Source: an optimization exercise on an open RTL-to-GDS flow (aim: small area, a short achievable clock period and few clock cycles per item). Production flows keep margins and buffers that such runs may drop.
At most, simulation tests tie the RTL to the original design; equivalence was not proved.
Power is estimated from default activity; no workload was simulated.

## sigmoidLayer
module sigmoidLayer #(
    parameter int NUM_LANES = 10
) (
    input  logic                                 clk,
    input  logic                                 rst,
    input  logic                                 inValid,
    output logic                                 inReady,
    input  sigmoidPkg::preAct_t [NUM_LANES-1:0] inData,
    output logic                                 outValid,
    input  logic                                 outReady,
    output sigmoidPkg::act_t [NUM_LANES-1:0]    outData
);
For scale: roughly 330 I/O pins.
Settings: LEC_CHECK=0, CAP_MARGIN=20, CORE_MARGIN=2, CORE_UTILIZATION=40, PLACE_DENSITY=0.6, SETUP_SLACK_MARGIN=1.0, SLEW_MARGIN=20; clock period 4.5 ns.
standard.sh (not shown) runs the stock make flow with config.mk's settings and CLKGATE_MAP_FILE= SYNTH_SCRIPT=/design/flow/synth_recipe.tcl, a recipe that flattens the netlist after the stock synthesis.
==> flow/flow/run.sh <==
#!/bin/bash
# Standard synthesis, then the combinational logic re-mapped by ABC for area (registers kept
# as the standard synthesis made them), then the standard layout from floorplan to finish.
set -euo pipefail
W=$(pwd)
R=$W/orfs/results/${FLOW_PLATFORM}/sigmoidLayer/base
L=$W/orfs/logs/${FLOW_PLATFORM}/sigmoidLayer/base
LIB=$FLOW_HOME/platforms/${FLOW_PLATFORM}/lib/sky130_fd_sc_hd__tt_025C_1v80.lib

# 1. The standard synthesis
bash standard.sh $R/1_2_yosys.v > $W/log_1_synth.txt 2>&1
cp $R/1_2_yosys.v $W/std_1_2_yosys.v

# 2. Re-map the combinational cells for area
python3 $W/flow/mkmap.py $LIB $W/comb_cells.v > $W/log_2_mkmap.txt 2>&1
DONTUSE=$(grep -o -- "-dont_use [A-Za-z0-9_]*" $L/1_2_yosys.log | sort -u | tr '\n' ' ')
cat > $W/remap.abc <<'EOS'
strash
dch -f
map -a
topo
stime -p
EOS
cat > $W/remap.ys <<EOS
read_liberty -lib $LIB
read_verilog $W/std_1_2_yosys.v
hierarchy -top $FLOW_TOP
techmap -map $W/comb_cells.v
techmap
opt -purge
abc -liberty $LIB $DONTUSE -script $W/remap.abc
opt_clean -purge
hilomap -singleton -hicell sky130_fd_sc_hd__conb_1 HI -locell sky130_fd_sc_hd__conb_1 LO
insbuf -buf sky130_fd_sc_hd__buf_4 A X
splitnets
opt_clean -purge
stat -liberty $LIB
write_verilog -noattr -noexpr -nohex -nodec $W/remap_1_2_yosys.v
EOS
yosys -s $W/remap.ys > $W/log_2_remap.txt 2>&1
cp $W/remap_1_2_yosys.v $R/1_2_yosys.v
touch $R/1_2_yosys.v

# 3. The standard layout, with the smallest buffer on the ports
export BUFFER_PORTS_ARGS="-buffer_cell ${PORT_BUFFER:-sky130_fd_sc_hd__buf_1}"
bash standard.sh > $W/log_3_layout.txt 2>&1
Other scripts of this flow, unchanged in this note and not shown: flow/flow/mkmap.py
The first run completed with no timing, DRC or antenna violations.
Testbench counts at the start, summed over its fixed seeds: cycles 16,008, beats 16,000.
Edit:
--- a/flow/flow/run.sh
+++ b/flow/flow/run.sh
@@ -16,9 +16,7 @@
 DONTUSE=$(grep -o -- "-dont_use [A-Za-z0-9_]*" $L/1_2_yosys.log | sort -u | tr '\n' ' ')
-cat > $W/remap.abc <<'EOS'
-strash
-dch -f
-map -a
-topo
-stime -p
-EOS
+if [[ -f $W/flow/remap.abc ]]; then
+  cp $W/flow/remap.abc $W/remap.abc
+else
+  printf 'strash\ndch -f\nmap -a\ntopo\nstime -p\n' > $W/remap.abc
+fi
 cat > $W/remap.ys <<EOS
==> flow/flow/remap.abc (new file) <==
strash
&get -n
&deepsyn -S 1 -T 120
&put
dch -f
map -D 1500
topo
stime -p
- SETUP_SLACK_MARGIN: 1.0 -> 1.5
Setup slack gets better by 0.29 ns.
Maximum frequency grows by 9.4%.
Synthesized cell count goes down by 26%.
Clock power is about the same.
Utilization is higher by 3.0 points.
Worst hold slack improved by 0.0035 ns.
Wire length came out lower by 33%.
Die area shrinks by 19%.
Design area goes down by 15%.
Edit:
--- a/flow/flow/run.sh
+++ b/flow/flow/run.sh
@@ -16,7 +16,9 @@
 DONTUSE=$(grep -o -- "-dont_use [A-Za-z0-9_]*" $L/1_2_yosys.log | sort -u | tr '\n' ' ')
-if [[ -f $W/flow/remap.abc ]]; then
-  cp $W/flow/remap.abc $W/remap.abc
-else
-  printf 'strash\ndch -f\nmap -a\ntopo\nstime -p\n' > $W/remap.abc
-fi
+cat > $W/remap.abc <<'EOS'
+strash
+dch -f
+map -a
+topo
+stime -p
+EOS
 cat > $W/remap.ys <<EOS
==> flow/flow/remap.abc (replaced) <==
strash
&get -n
&deepsyn -S 1 -T 120
&put
dch -f
map -a
topo
stime -p
- SETUP_SLACK_MARGIN: 1.5 -> 1.0
The changed run finished clean. Final area increases by 17%. Total power grows by 5.1%. Flip-flop and latch count is unchanged. Die area went up by 24%. Hold slack loses 0.0035 ns. Sequential share of layout area went down by 3.2 points. Fmax falls by 8.6%. Register-to-register slack got worse by 0.03 ns. First-iteration DRC count went up by 130%. Global-route usage increases by 4.9 points. Wire length went up by 50%.
Edit:
--- a/flow/flow/run.sh
+++ b/flow/flow/run.sh
@@ -16,9 +16,7 @@
 DONTUSE=$(grep -o -- "-dont_use [A-Za-z0-9_]*" $L/1_2_yosys.log | sort -u | tr '\n' ' ')
-cat > $W/remap.abc <<'EOS'
-strash
-dch -f
-map -a
-topo
-stime -p
-EOS
+if [[ -f $W/flow/remap.abc ]]; then
+  cp $W/flow/remap.abc $W/remap.abc
+else
+  printf 'strash\ndch -f\nmap -a\ntopo\nstime -p\n' > $W/remap.abc
+fi
 cat > $W/remap.ys <<EOS
Result: The new run completed without violations; design area decreases by 20%; die area decreases by about 20%; non-clock buffer count decreases by 30; hold slack barely changes.
Edit:
--- a/flow/flow/run.sh
+++ b/flow/flow/run.sh
@@ -16,7 +16,9 @@
 DONTUSE=$(grep -o -- "-dont_use [A-Za-z0-9_]*" $L/1_2_yosys.log | sort -u | tr '\n' ' ')
-if [[ -f $W/flow/remap.abc ]]; then
-  cp $W/flow/remap.abc $W/remap.abc
-else
-  printf 'strash\ndch -f\nmap -a\ntopo\nstime -p\n' > $W/remap.abc
-fi
+cat > $W/remap.abc <<'EOS'
+strash
+dch -f
+map -a
+topo
+stime -p
+EOS
 cat > $W/remap.ys <<EOS
- SETUP_SLACK_MARGIN: 1.0 -> 1.5
Result: The new run went through all stages and came out clean; via count grows by 49%; core utilization rises by 3.4 points; synthesized cell count grows by about 36%; final area went up by about 35%; sequential cell count stays the same; setup slack gains 0.30 ns; wire length grows by 62%; critical path depth rose by 3.

========
Setup of P:
Another version of the RTL of sigmoidLayer (not shown whole).
Size in the first run: ~2000 cells after synthesis, about 330 I/O pins, ~12000 µm² of cells after synthesis.
==> flow/config.mk <==
export PLATFORM = sky130hd
export DESIGN_NAME = sigmoidLayer
export DESIGN_NICKNAME = sigmoidLayer
export VERILOG_FILES = /design/flow/design.v
export SDC_FILE = /design/flow/constraint.sdc
export NUM_CORES = 4
export LEC_CHECK = 0
export CAP_MARGIN = 20
export CORE_MARGIN = 2
export CORE_UTILIZATION = 40
export PLACE_DENSITY = 0.6
export SETUP_SLACK_MARGIN = 1.0
export SLEW_MARGIN = 20
==> flow/constraint.sdc <==
create_clock -name core_clock -period 4.5 [get_ports {clk}]
set_input_delay 0.9000 -clock core_clock [delete_from_list [all_inputs] [get_ports {clk}]]
set_output_delay 0.9000 -clock core_clock [all_outputs]
set_load 0.01 [all_outputs]
==> flow/flow/run.sh <==
#!/bin/bash
# Standard synthesis, then the combinational logic re-mapped by ABC for area (registers kept
# as the standard synthesis made them), then the standard layout from floorplan to finish.
set -euo pipefail
W=$(pwd)
R=$W/orfs/results/${FLOW_PLATFORM}/sigmoidLayer/base
L=$W/orfs/logs/${FLOW_PLATFORM}/sigmoidLayer/base
LIB=$FLOW_HOME/platforms/${FLOW_PLATFORM}/lib/sky130_fd_sc_hd__tt_025C_1v80.lib

# 1. The standard synthesis
bash standard.sh $R/1_2_yosys.v > $W/log_1_synth.txt 2>&1
cp $R/1_2_yosys.v $W/std_1_2_yosys.v

# 2. Re-map the combinational cells for area
python3 $W/flow/mkmap.py $LIB $W/comb_cells.v > $W/log_2_mkmap.txt 2>&1
DONTUSE=$(grep -o -- "-dont_use [A-Za-z0-9_]*" $L/1_2_yosys.log | sort -u | tr '\n' ' ')
cat > $W/remap.abc <<'EOS'
strash
dch -f
map -a
topo
stime -p
EOS
cat > $W/remap.ys <<EOS
read_liberty -lib $LIB
read_verilog $W/std_1_2_yosys.v
hierarchy -top $FLOW_TOP
techmap -map $W/comb_cells.v
techmap
opt -purge
abc -liberty $LIB $DONTUSE -script $W/remap.abc
opt_clean -purge
hilomap -singleton -hicell sky130_fd_sc_hd__conb_1 HI -locell sky130_fd_sc_hd__conb_1 LO
insbuf -buf sky130_fd_sc_hd__buf_4 A X
splitnets
opt_clean -purge
stat -liberty $LIB
write_verilog -noattr -noexpr -nohex -nodec $W/remap_1_2_yosys.v
EOS
yosys -s $W/remap.ys > $W/log_2_remap.txt 2>&1
cp $W/remap_1_2_yosys.v $R/1_2_yosys.v
touch $R/1_2_yosys.v

# 3. The standard layout, with the smallest buffer on the ports
export BUFFER_PORTS_ARGS="-buffer_cell ${PORT_BUFFER:-sky130_fd_sc_hd__buf_1}"
bash standard.sh > $W/log_3_layout.txt 2>&1
Other scripts of this flow, unchanged in this note and not shown: flow/flow/mkmap.py
Testbench counts of P, summed over its fixed seeds: cycles 16,008, beats 16,000.
Changes in Q relative to P:
--- a/flow/flow/run.sh
+++ b/flow/flow/run.sh
@@ -16,9 +16,7 @@
 DONTUSE=$(grep -o -- "-dont_use [A-Za-z0-9_]*" $L/1_2_yosys.log | sort -u | tr '\n' ' ')
-cat > $W/remap.abc <<'EOS'
-strash
-dch -f
-map -a
-topo
-stime -p
-EOS
+if [[ -f $W/flow/remap.abc ]]; then
+  cp $W/flow/remap.abc $W/remap.abc
+else
+  printf 'strash\ndch -f\nmap -a\ntopo\nstime -p\n' > $W/remap.abc
+fi
 cat > $W/remap.ys <<EOS
==> flow/flow/remap.abc (new file) <==
strash
&get -n
&deepsyn -S 1 -T 120
&put
dch -f
map -a
topo
stime -p
[summary]
P and Q all finish clean. The higher total of cells resized after clock tree synthesis of P and Q is in Q. Q ends up with a antenna diode count that is 1 lower than in P. Against P, final cell area excluding filler cells in Q fell slightly. Summary of Q over P: power dissipated in sequential cells has remained practically unchanged; critical path depth has increased; global-route usage has decreased; layout overhead on the synthesized area has increased. Looking at met2 usage, Q sits 0.96 points higher than P does. Power after layout on Q is behind P.
### Q -> R
==> flow/flow/remap.abc <==
strash
dch -f
map -D 1200
topo
stime -p
Findings:
R: all stages complete, timing, DRC and antenna checks passed. Per the comparison of R with Q, total wirelength of the detailed-routed design up 3000 µm; share of the final layout cell area in sequential cells down 0.38 points; via count up 1648; height of the die up about 5%; synthesized area up 1200 µm². Die area delta (R − Q): unfavourable. Between Q and R, the flow reports number of well taps increasing by more than 10%. When R is measured against Q, its utilization turns out 3.9 points lower. Critical path's slowest cell: nor3_1 -> R, a211oi_4 -> Q.

========
== maple ==
The RTL this note starts from:
==> flow/design.v <==
package sigmoidPkg;
    localparam int DATA_W = 16;
    localparam int FRAC_W = 8;
    localparam int SEG_W = 8;
    localparam int SEG_MIN = -60;
    localparam int SEG_MAX = 60;
    localparam int SEG_COUNT = SEG_MAX - SEG_MIN + 1;
    typedef logic signed [DATA_W-1:0] preAct_t;
    typedef logic [DATA_W-1:0] act_t;
    typedef logic signed [SEG_W-1:0] segIdx_t;
    typedef enum logic [1:0] {
        SEG_LOW,
        SEG_MID,
        SEG_HIGH
    } segKind_e;
    typedef struct packed {
        segKind_e kind;
        segIdx_t  idx;
    } lookup_s;
    typedef enum logic [1:0] {
        BUF_EMPTY,
        BUF_ONE,
        BUF_TWO
    } bufState_e;
    function automatic act_t sigmoidTable(input logic [6:0] addr);
        case (addr)
            7'd0: sigmoidTable = 16'd0;   
            7'd1: sigmoidTable = 16'd1;
            7'd2: sigmoidTable = 16'd1;
            7'd3: sigmoidTable = 16'd1;
            7'd4: sigmoidTable = 16'd1;
            7'd5: sigmoidTable = 16'd1;
            7'd6: sigmoidTable = 16'd1;
            7'd7: sigmoidTable = 16'd1;
            7'd8: sigmoidTable = 16'd1;
            7'd9: sigmoidTable = 16'd2;
            7'd10: sigmoidTable = 16'd2;   
            7'd11: sigmoidTable = 16'd2;
            7'd12: sigmoidTable = 16'd2;
            7'd13: sigmoidTable = 16'd2;
            7'd14: sigmoidTable = 16'd3;
            7'd15: sigmoidTable = 16'd3;
            7'd16: sigmoidTable = 16'd3;
            7'd17: sigmoidTable = 16'd3;
            7'd18: sigmoidTable = 16'd4;
            7'd19: sigmoidTable = 16'd4;
            7'd20: sigmoidTable = 16'd5;   
            7'd21: sigmoidTable = 16'd5;
            7'd22: sigmoidTable = 16'd6;
            7'd23: sigmoidTable = 16'd6;
            7'd24: sigmoidTable = 16'd7;
            7'd25: sigmoidTable = 16'd8;
            7'd26: sigmoidTable = 16'd8;
            7'd27: sigmoidTable = 16'd9;
            7'd28: sigmoidTable = 16'd10;
            7'd29: sigmoidTable = 16'd11;
            7'd30: sigmoidTable = 16'd12;   
            7'd31: sigmoidTable = 16'd13;
            7'd32: sigmoidTable = 16'd15;
            7'd33: sigmoidTable = 16'd16;
            7'd34: sigmoidTable = 16'd18;
            7'd35: sigmoidTable = 16'd19;
            7'd36: sigmoidTable = 16'd21;
            7'd37: sigmoidTable = 16'd23;
            7'd38: sigmoidTable = 16'd26;
            7'd39: sigmoidTable = 16'd28;
            7'd40: sigmoidTable = 16'd31;   
            7'd41: sigmoidTable = 16'd33;
            7'd42: sigmoidTable = 16'd36;
            7'd43: sigmoidTable = 16'd40;
            7'd44: sigmoidTable = 16'd43;
            7'd45: sigmoidTable = 16'd47;
            7'd46: sigmoidTable = 16'd51;
            7'd47: sigmoidTable = 16'd55;
            7'd48: sigmoidTable = 16'd59;
            7'd49: sigmoidTable = 16'd64;
            7'd50: sigmoidTable = 16'd69;   
            7'd51: sigmoidTable = 16'd74;
            7'd52: sigmoidTable = 16'd79;
            7'd53: sigmoidTable = 16'd85;
            7'd54: sigmoidTable = 16'd91;
            7'd55: sigmoidTable = 16'd97;
            7'd56: sigmoidTable = 16'd103;
            7'd57: sigmoidTable = 16'd109;
            7'd58: sigmoidTable = 16'd115;
            7'd59: sigmoidTable = 16'd122;
            7'd60: sigmoidTable = 16'd128;   
            7'd61: sigmoidTable = 16'd134;
            7'd62: sigmoidTable = 16'd141;
            7'd63: sigmoidTable = 16'd147;
            7'd64: sigmoidTable = 16'd153;
            7'd65: sigmoidTable = 16'd159;
            7'd66: sigmoidTable = 16'd165;
            7'd67: sigmoidTable = 16'd171;
            7'd68: sigmoidTable = 16'd177;
            7'd69: sigmoidTable = 16'd182;
            7'd70: sigmoidTable = 16'd187;   
            7'd71: sigmoidTable = 16'd192;
            7'd72: sigmoidTable = 16'd197;
            7'd73: sigmoidTable = 16'd201;
            7'd74: sigmoidTable = 16'd205;
            7'd75: sigmoidTable = 16'd209;
            7'd76: sigmoidTable = 16'd213;
            7'd77: sigmoidTable = 16'd216;
            7'd78: sigmoidTable = 16'd220;
            7'd79: sigmoidTable = 16'd223;
            7'd80: sigmoidTable = 16'd225;   
            7'd81: sigmoidTable = 16'd228;
            7'd82: sigmoidTable = 16'd230;
            7'd83: sigmoidTable = 16'd233;
            7'd84: sigmoidTable = 16'd235;
            7'd85: sigmoidTable = 16'd237;
            7'd86: sigmoidTable = 16'd238;
            7'd87: sigmoidTable = 16'd240;
            7'd88: sigmoidTable = 16'd241;
            7'd89: sigmoidTable = 16'd243;
            7'd90: sigmoidTable = 16'd244;   
            7'd91: sigmoidTable = 16'd245;
            7'd92: sigmoidTable = 16'd246;
            7'd93: sigmoidTable = 16'd247;
            7'd94: sigmoidTable = 16'd248;
            7'd95: sigmoidTable = 16'd248;
            7'd96: sigmoidTable = 16'd249;
            7'd97: sigmoidTable = 16'd250;
            7'd98: sigmoidTable = 16'd250;
            7'd99: sigmoidTable = 16'd251;
            7'd100: sigmoidTable = 16'd251;   
            7'd101: sigmoidTable = 16'd252;
            7'd102: sigmoidTable = 16'd252;
            7'd103: sigmoidTable = 16'd253;
            7'd104: sigmoidTable = 16'd253;
            7'd105: sigmoidTable = 16'd253;
            7'd106: sigmoidTable = 16'd253;
            7'd107: sigmoidTable = 16'd254;
            7'd108: sigmoidTable = 16'd254;
            7'd109: sigmoidTable = 16'd254;
            7'd110: sigmoidTable = 16'd254;   
            7'd111: sigmoidTable = 16'd254;
            7'd112: sigmoidTable = 16'd255;
            7'd113: sigmoidTable = 16'd255;
            7'd114: sigmoidTable = 16'd255;
            7'd115: sigmoidTable = 16'd255;
            7'd116: sigmoidTable = 16'd255;
            7'd117: sigmoidTable = 16'd255;
            7'd118: sigmoidTable = 16'd255;
            7'd119: sigmoidTable = 16'd255;
            7'd120: sigmoidTable = 16'd256;   
            default: sigmoidTable = 16'd0;
        endcase
    endfunction
endpackage
`timescale 1ns/1ps
module sigmoidLaneIdx (
    input  sigmoidPkg::preAct_t x,
    output logic signed [6:0]   k
);
    logic signed [13:0] scaled;
    logic satHi;
    logic satLo;
    assign scaled = {x[11:0], 2'b00} + {{2{x[11]}}, x[11:0]} + 14'sd64;
    assign satHi = x >= 16'sd1524;
    assign satLo = x <= -16'sd1524;
    always_comb begin
        if (satHi) k = 7'sd60;
        else if (satLo) k = -7'sd60;
        else k = scaled[13:7];
    end
endmodule
module sigmoidLane (
    input  logic signed [6:0] k,
    output sigmoidPkg::act_t  result
);
    assign result = sigmoidPkg::sigmoidTable(7'(k + 7'sd60));
endmodule
`timescale 1ns/1ps
module sigmoidLayer #(
    parameter int NUM_LANES = 10
) (
    input  logic                                 clk,
    input  logic                                 rst,
    input  logic                                 inValid,
    output logic                                 inReady,
    input  sigmoidPkg::preAct_t [NUM_LANES-1:0] inData,
    output logic                                 outValid,
    input  logic                                 outReady,
    output sigmoidPkg::act_t [NUM_LANES-1:0]    outData
);
    logic signed [6:0] kNext [NUM_LANES];
    logic signed [6:0] kReg [NUM_LANES];
    logic accept;
    assign inReady = !outValid || outReady;
    assign accept = inValid && inReady;
    always_ff @(posedge clk) begin
        if (rst) begin
            outValid <= 1'b0;
        end else if (inReady) begin
            outValid <= inValid;
        end
    end
    for (genvar i = 0; i < NUM_LANES; i++) begin : genLane
        sigmoidLaneIdx idx (
            .x(inData[i]),
            .k(kNext[i])
        );
        always_ff @(posedge clk) begin
            if (accept) begin
                kReg[i] <= kNext[i];
            end
        end
        sigmoidLane lane (
            .k(kReg[i]),
            .result(outData[i])
        );
    end
endmodule
clock: 4.5 ns
lec_check: 0
cap_margin: 20
core_margin: 2
core_utilization: 40
place_density: 0.6
setup_slack_margin: 2.0
slew_margin: 20
run.sh (not shown) runs the stock make flow with config.mk's settings and CLKGATE_MAP_FILE= SYNTH_SCRIPT=/design/flow/synth_recipe.tcl, a recipe that flattens the netlist after the stock synthesis.
Stock flow here: none of the scripts above is used.
Setup changes, maple to pepper
- SETUP_SLACK_MARGIN removed (was 2.0)
==> comparison <==
Utilization after layout was lower in pepper than in maple. Delta (pepper minus maple): pre-CTS setup slack dropped 110 ps, proportion of power drawn by the clock network climbed 3.2 points. Cell count: pepper lower than maple. In pepper, the design area came out 28% below the value in maple. Taking maple as 1.0, pepper lands at 0.72 on wire length on met2. In the flow results for maple and pepper, the layout overhead on the synthesized area is smaller on pepper.
[inputs] xenon vs pepper
- setting SETUP_SLACK_MARGIN to 1.0 for the first time
==> results.txt <==
xenon against pepper: transition time of the tightest slew-check pin now larger; power now larger; share of the cycle needed by the critical path after routing now smaller. xenon against pepper: final cell count without fillers now larger; global-route track usage on met3 moved up; area growth from synthesis to final layout rose 17 points.
Function was not checked in any run of this note: the RTL went through the layout flow alone.

[re-timing with driven ports]
In the flow no input, the clock included, has a driving cell. The finished layouts below were timed again as built, in two steps. Step 1 sets driving cells, clkbuf_16 on the clock port and buf_2 on the other inputs (assumed; they add their load-dependent delay and slew). Step 2, shift: input delay + t, output delay - t, t = (earliest + latest rising clock arrival at the registers) / 2. This alone moves slack from input paths to output paths. Slacks: ideal / step 1 / step 2; pairs: ideal / step 1.
run | shift t [ns] | slack for setup (ns) | pins driven straight from the clock port
the first run of note 1 | 0.387 | 1.085 / 1.062 / 0.675 | 1
the second run of note 1 | 0.378 | 1.379 / 1.335 / 1.263 | 1
the third run of note 1 | 0.387 | 1.085 / 1.062 / 0.675 | 1
the fourth run of note 1 | 0.391 | 1.206 / 1.160 / 0.841 | 1
the fifth run of note 1 | 0.398 | 1.504 / 1.504 / 1.134 | 1
P | 0.419 | 1.239 / 1.244 / 0.824 | 1
Q | 0.401 | 0.881 / 0.904 / 0.503 | 1
R | 0.403 | 1.177 / 1.205 / 0.802 | 1
maple | 0.418 | 0.917 / 0.859 / 1.277 | 1
pepper | 0.418 | 0.210 / 0.157 / 0.575 | 1
xenon | 0.416 | 0.912 / 0.859 / 0.753 | 1
After both steps setup and hold are still met in every run listed. For P, which loses most, drivers alone change the setup slack by +0.005 ns; drivers and shift together by -0.415 ns.
